What follows belongs to an exercise in optimizing a design on an open flow for small area and a short achievable clock period; a production flow would make more cautious choices. Only simulation tests tie the RTL to the original design; equivalence was not proved. Power and IR drop assume default switching activity.

==> flow/design.v (excerpt) <==
module branch_predictor
#(
  parameter int XLEN     = bp_pkg::XLEN,
  parameter int IDX_BITS = bp_pkg::IDX_BITS
)
(
  input  logic                clk,
  input  logic                rst,
  input  logic                f_valid,
  input  logic [XLEN-1:0]     f_pc,
  output logic                p_valid,
  output logic                p_taken,
  output logic [XLEN-1:0]     p_target,
  input  logic                r_valid,
  input  logic                r_is_branch,
  input  logic [XLEN-1:0]     r_pc,
  input  logic                r_taken,
  input  logic [XLEN-1:0]     r_target,
  input  logic                r_pred_taken,
  input  logic [XLEN-1:0]     r_pred_target,
  output logic                mispredict,
  output logic [XLEN-1:0]     redirect_pc
  ,
  output logic [31:0]         stat_branches,
  output logic [31:0]         stat_mispredicts
);
make LEC_CHECK=0 CAP_MARGIN=20 CORE_MARGIN=2 CORE_UTILIZATION=50 CTS_CLUSTER_DIAMETER=80 CTS_CLUSTER_SIZE=24 SETUP_SLACK_MARGIN=2.6 SLEW_MARGIN=20 SYNTH_HIERARCHICAL=1 finish   # period 5.2 ns
run.sh (not shown) runs the stock make flow with config.mk's settings and CLKGATE_MAP_FILE= SYNTH_SCRIPT=/design/flow/synth_recipe.tcl, a recipe that flattens the netlist after the stock synthesis.
==> next run, changes <==
--- a/flow/design.v
+++ b/flow/design.v
@@ -121,24 +121,17 @@
   assign pq_wr      = pq_upd && (pq_hit || pq_taken);
   assign pq_ctr_new = pq_hit ? pq_sat : bp_pkg::CTR_WT;
   bp_dec #(.N(IDX_BITS)) u_pdec (.idx(pq_idx), .sel(pq_sel));
   logic       f_byp, r_byp, f_taken, upd, wr_all;
   logic [1:0] r_ctr;
   assign f_byp   = pq_wr && (f_idx == pq_idx);
   assign r_byp   = pq_wr && (r_idx == pq_idx);
   assign r_ctr   = r_byp ? pq_ctr_new : re_ctr;
-  localparam int NTK = 4;
-  logic         f_bhit;
-  logic [NTK:0] f_tk;
-  assign f_bhit = (f_tag == rq_rtag) && pq_ctr_new[1];
-  for (genvar k = 0; k <= NTK; k++) begin : g_ftk
-    bp_tk u (.v(f_valid), .byp(f_byp), .bhit(f_bhit), .hit_n(fe_hit_n), .tk(f_tk[k]));
-  end
-  assign f_taken = f_tk[0];
+  assign f_taken = f_valid && (f_byp ? ((f_tag == rq_rtag) && pq_ctr_new[1]) : ~fe_hit_n);
   assign upd    = r_valid && r_is_branch;
   assign wr_all = upd && r_taken;            
   logic [ENTRIES-1:0] e_en, e_en_n, c_en, c_en_n;
   bp_wen #(.N(ENTRIES)) u_ewen (.sel(r_sel),  .wr(wr_all), .en(e_en), .en_n(e_en_n));
   bp_wen #(.N(ENTRIES)) u_cwen (.sel(pq_sel), .wr(pq_wr),  .en(c_en), .en_n(c_en_n));
   logic [EW-1:0] e_nxt [ENTRIES];
   logic [1:0]    c_nxt [ENTRIES];
   for (genvar i = 0; i < ENTRIES; i++) begin : g_row
@@ -179,39 +172,32 @@
                (r_taken && r_pred_taken && (r_target != r_pred_target));
         if (r_taken) redir_d = r_target;
       end else begin
         mp_d = r_pred_taken;
       end
     end
   end
   logic [XLEN-1:0] p_tgt_q;
-  logic [NTK-1:0]  p_tk_q;
-  always_ff @(posedge clk or posedge rst) begin
-    if (rst) p_tk_q <= '0;
-    else     p_tk_q <= f_tk[NTK:1];
-  end
   always_ff @(posedge clk or posedge rst) begin
     if (rst) begin
       p_valid     <= 1'b0;
       p_taken     <= 1'b0;
       mispredict  <= 1'b0;
       redirect_pc <= '0;
     end else begin
       p_valid     <= f_valid;
       p_taken     <= f_taken;
       mispredict  <= mp_d;
       redirect_pc <= mp_d ? redir_d : '0;
     end
   end
   always_ff @(posedge clk)
     p_tgt_q <= fe_tgt;
-  for (genvar k = 0; k < NTK; k++) begin : g_ptgt
-    assign p_target[k*XLEN/NTK +: XLEN/NTK] = p_tgt_q[k*XLEN/NTK +: XLEN/NTK] & {(XLEN/NTK){p_tk_q[k]}};
-  end
+  assign p_target = p_tgt_q & {XLEN{p_taken}};
   always_ff @(posedge clk or posedge rst) begin
     if (rst) begin
       stat_branches    <= '0;
       stat_mispredicts <= '0;
     end else begin
       if (upd && (stat_branches != 32'hFFFF_FFFF))
         stat_branches <= stat_branches + 32'd1;
       if (mp_d && (stat_mispredicts != 32'hFFFF_FFFF))
@@ -282,19 +268,16 @@
   for (genvar i = 0; i < 6; i++) begin : g_y
     bp_nand4 u (.a(x[4*i]), .b(x[4*i+1]), .c(x[4*i+2]), .d(x[4*i+3]), .z(y[i]));
   end
   for (genvar i = 0; i < 2; i++) begin : g_w
     bp_nor3 u (.a(y[3*i]), .b(y[3*i+1]), .c(y[3*i+2]), .z(w[i]));
   end
   bp_and4 u_h (.a(w[0]), .b(w[1]), .c(v), .d(c1), .z(hit));
 endmodule
-module bp_tk (input logic v, byp, bhit, hit_n, output logic tk);
-  assign tk = v & (byp ? bhit : ~hit_n);
-endmodule
 module bp_and4 (input logic a, b, c, d, output logic z);
   assign z = a & b & c & d;
 endmodule
 module bp_xnor2 (input logic a, b, output logic z);
   assign z = ~(a ^ b);
 endmodule
 module bp_and3 (input logic a, b, c, output logic z);
   assign z = a & b & c;
The changed run finished with timing, DRC and antenna clean.
Worst setup slack got worse by 240 ps.
Clock skew went down by 19 ps.
Design area went down slightly.
Via count went down slightly.
Combinational power went down by a few percent.
Routed wire length went down by a few percent.
Area after synthesis hardly moves.
Utilization went down by 0.83 points.
Clock power stays flat.
Register-to-register slack improved by 40 ps.
Power went down slightly.
Hold slack improved by 37 ps.
Fmax went down by a little under a tenth.
Clock-buffer cell count went down by 1.

==> static timing again, ports no longer ideal <==
No port has a modelled driver above. Below, the same layouts with a new extraction and two added sets of constraints.
Step 1: set_driving_cell puts a clkbuf_16 on clk and a buf_2 on each other input, an assumption about the parent block.
Step 2, shift: input delay + t, output delay - t, t = (earliest + latest rising clock arrival at the registers) / 2. This alone moves slack from input paths to output paths.
a / b / c = no drivers / after step 1 / after step 2; a / b = the first two.
| run | shift t [ns] | setup slack, ns | hold slack, ns | slew at the worst register clock pin (ns) | worst data-port slew with drivers (ns) |
|---|---|---|---|---|---|
| the first run | 1.063 | 2.161 / 2.050 / 1.151 | 0.320 / 0.245 / 0.476 | 0.11 / 0.11 | 0.59 |
| the second run | 1.057 | 1.924 / 1.820 / 1.470 | 0.357 / 0.278 / 0.477 | 0.11 / 0.11 | 0.15 |
After both steps every run listed still meets setup and hold. The setup slack of the first run, which loses most, moves by -0.111 ns with the drivers and by -1.010 ns with both steps.
